This design comes from an exercise in tuning for small area, a short achievable clock period and few clock cycles per item on the open sky130 flow, not from production work.
Where RTL was checked, it was by simulation tests only, not by an equivalence proof against the original.

==> inputs of v4 <==
## fp32_div_pipe
module fp32_div_pipe (
  input  logic        clk,
  input  logic        rst_n,
  input  logic        in_valid,
  output logic        in_ready,
  input  logic [31:0] in_a,
  input  logic [31:0] in_b,
  output logic        out_valid,
  input  logic        out_ready,
  output logic [31:0] out_q,
  output logic [3:0]  out_flags
);
Settings: LEC_CHECK=0, ABC_AREA=1, CAP_MARGIN=20, CORE_MARGIN=2, CORE_UTILIZATION=60, CTS_CLUSTER_DIAMETER=100, CTS_CLUSTER_SIZE=30, SLEW_MARGIN=50, SYNTH_HIERARCHICAL=1, SYNTH_MINIMUM_KEEP_SIZE=0; clock period 125.0 ns.
standard.sh (not shown) runs the stock make flow with config.mk's settings and CLKGATE_MAP_FILE= SYNTH_SCRIPT=/design/flow/synth_recipe.tcl, a recipe that flattens the netlist after the stock synthesis.
==> flow/flow/run.sh <==
#!/bin/bash
# Own layout flow: the standard flow (standard synthesis, floorplan, place,
# CTS, route) unchanged, except that the input and output port buffers that
# buffer_ports inserts are sky130_fd_sc_hd__buf_2 cells instead of the default
# choice. Every port is still buffered.
set -euo pipefail
export BUFFER_PORTS_ARGS="-buffer_cell sky130_fd_sc_hd__buf_2"
bash standard.sh finish > standard_flow.log 2>&1
==> inputs of v23, as changes to v4 <==
--- a/flow/design.v
+++ b/flow/design.v
@@ -1019,29 +1019,29 @@
   assign ic[2] = ic[0] & (&mant[1:0]);
   assign ic[3] = ic[0] & (&mant[2:0]);
   assign ic[4] = ic[0] & (&mant[3:0]);
   assign ic[5] = ic[0] & (&mant[4:0]);
   assign ic[6] = ic[0] & (&mant[5:0]);
   assign ic[7] = ic[0] & (&mant[6:0]);
   assign ic[8] = ic[0] & (&mant[7:0]);
-  assign ic[9] = ic[0] & (&mant[8:0]);
-  assign ic[10] = ic[0] & (&mant[9:0]);
-  assign ic[11] = ic[0] & (&mant[10:0]);
-  assign ic[12] = ic[0] & (&mant[11:0]);
-  assign ic[13] = ic[0] & (&mant[12:0]);
-  assign ic[14] = ic[0] & (&mant[13:0]);
-  assign ic[15] = ic[0] & (&mant[14:0]);
-  assign ic[16] = ic[0] & (&mant[15:0]);
-  assign ic[17] = ic[0] & (&mant[16:0]);
-  assign ic[18] = ic[0] & (&mant[17:0]);
-  assign ic[19] = ic[0] & (&mant[18:0]);
-  assign ic[20] = ic[0] & (&mant[19:0]);
-  assign ic[21] = ic[0] & (&mant[20:0]);
-  assign ic[22] = ic[0] & (&mant[21:0]);
-  assign ic[23] = ic[0] & (&mant[22:0]);
+  assign ic[9] = ic[8] & (&mant[8:8]);
+  assign ic[10] = ic[8] & (&mant[9:8]);
+  assign ic[11] = ic[8] & (&mant[10:8]);
+  assign ic[12] = ic[8] & (&mant[11:8]);
+  assign ic[13] = ic[8] & (&mant[12:8]);
+  assign ic[14] = ic[8] & (&mant[13:8]);
+  assign ic[15] = ic[8] & (&mant[14:8]);
+  assign ic[16] = ic[8] & (&mant[15:8]);
+  assign ic[17] = ic[16] & (&mant[16:16]);
+  assign ic[18] = ic[16] & (&mant[17:16]);
+  assign ic[19] = ic[16] & (&mant[18:16]);
+  assign ic[20] = ic[16] & (&mant[19:16]);
+  assign ic[21] = ic[16] & (&mant[20:16]);
+  assign ic[22] = ic[16] & (&mant[21:16]);
+  assign ic[23] = ic[16] & (&mant[22:16]);
   assign mcarry = ic[23];
   assign mant_r = mant ^ ic[22:0];
   assign exp_r = r2_e + {8'd0, p47 & mcarry, p47 ^ mcarry};
   assign n_ovf = ~exp_r[9] & (exp_r[8] | (&exp_r[7:0]));
   assign n_unf = exp_r[9] | (exp_r == 10'd0);
   assign r2_kind = (r2_e[9:7] == 3'b100) ? r2_e[2:1] : 2'b00;
   assign r2_kx = r2_e[0];
- SLEW_MARGIN: 50 -> 45
==> notes <==
- In maximum frequency, v23 and v4 hardly differ.
- Critical path depth is the same in v23 and v4.
- Of v4 and v23, v23 has the higher utilization (gap 0.74 points).
- Of v4 and v23, v4 has the higher synthesized area (gap about 0.28%, measured against v23).
- First-iteration DRC count: v4 is lower than v23 (22%).
- Against v4, the die area of v23 is lower by about 0.27%.
- Sequential share of layout area is about the same in v4 and v23.
- Between v23 and v4, the lower register-to-register slack is in v4 (gap 570 ps).
- Of v23 and v4, v23 has the higher global-route usage (gap 1.6 points).
Testbench counts of v23, summed over its fixed seeds: cycles 16,032, items 16,000.
The RTL of v4 was laid out without a check of its function.

==> static timing again, ports no longer ideal <==
The results above use ideal ports. As a check the final layouts listed here were re-extracted and re-timed, cells and wires unchanged.
Step 1 assumes that a clkbuf_16 drives the clock port and a buf_2 every other input.
Step 2 times the ports against the registers' clock, not the clock port: input delays grow and output delays shrink by t, the midpoint of the rising clock arrivals with the driver on.
Three values: ideal ports, drivers, drivers and shift; two values: the first two.
| run | t, ns | setup slack, ns | pins driven straight from the clock port |
|---|---|---|---|
| v4 | 0.628 | 98.868 / 98.802 / 99.098 | 1 |
| v23 | 0.629 | 98.861 / 98.792 / 99.052 | 1 |
After both steps setup and hold are still met in every run listed.
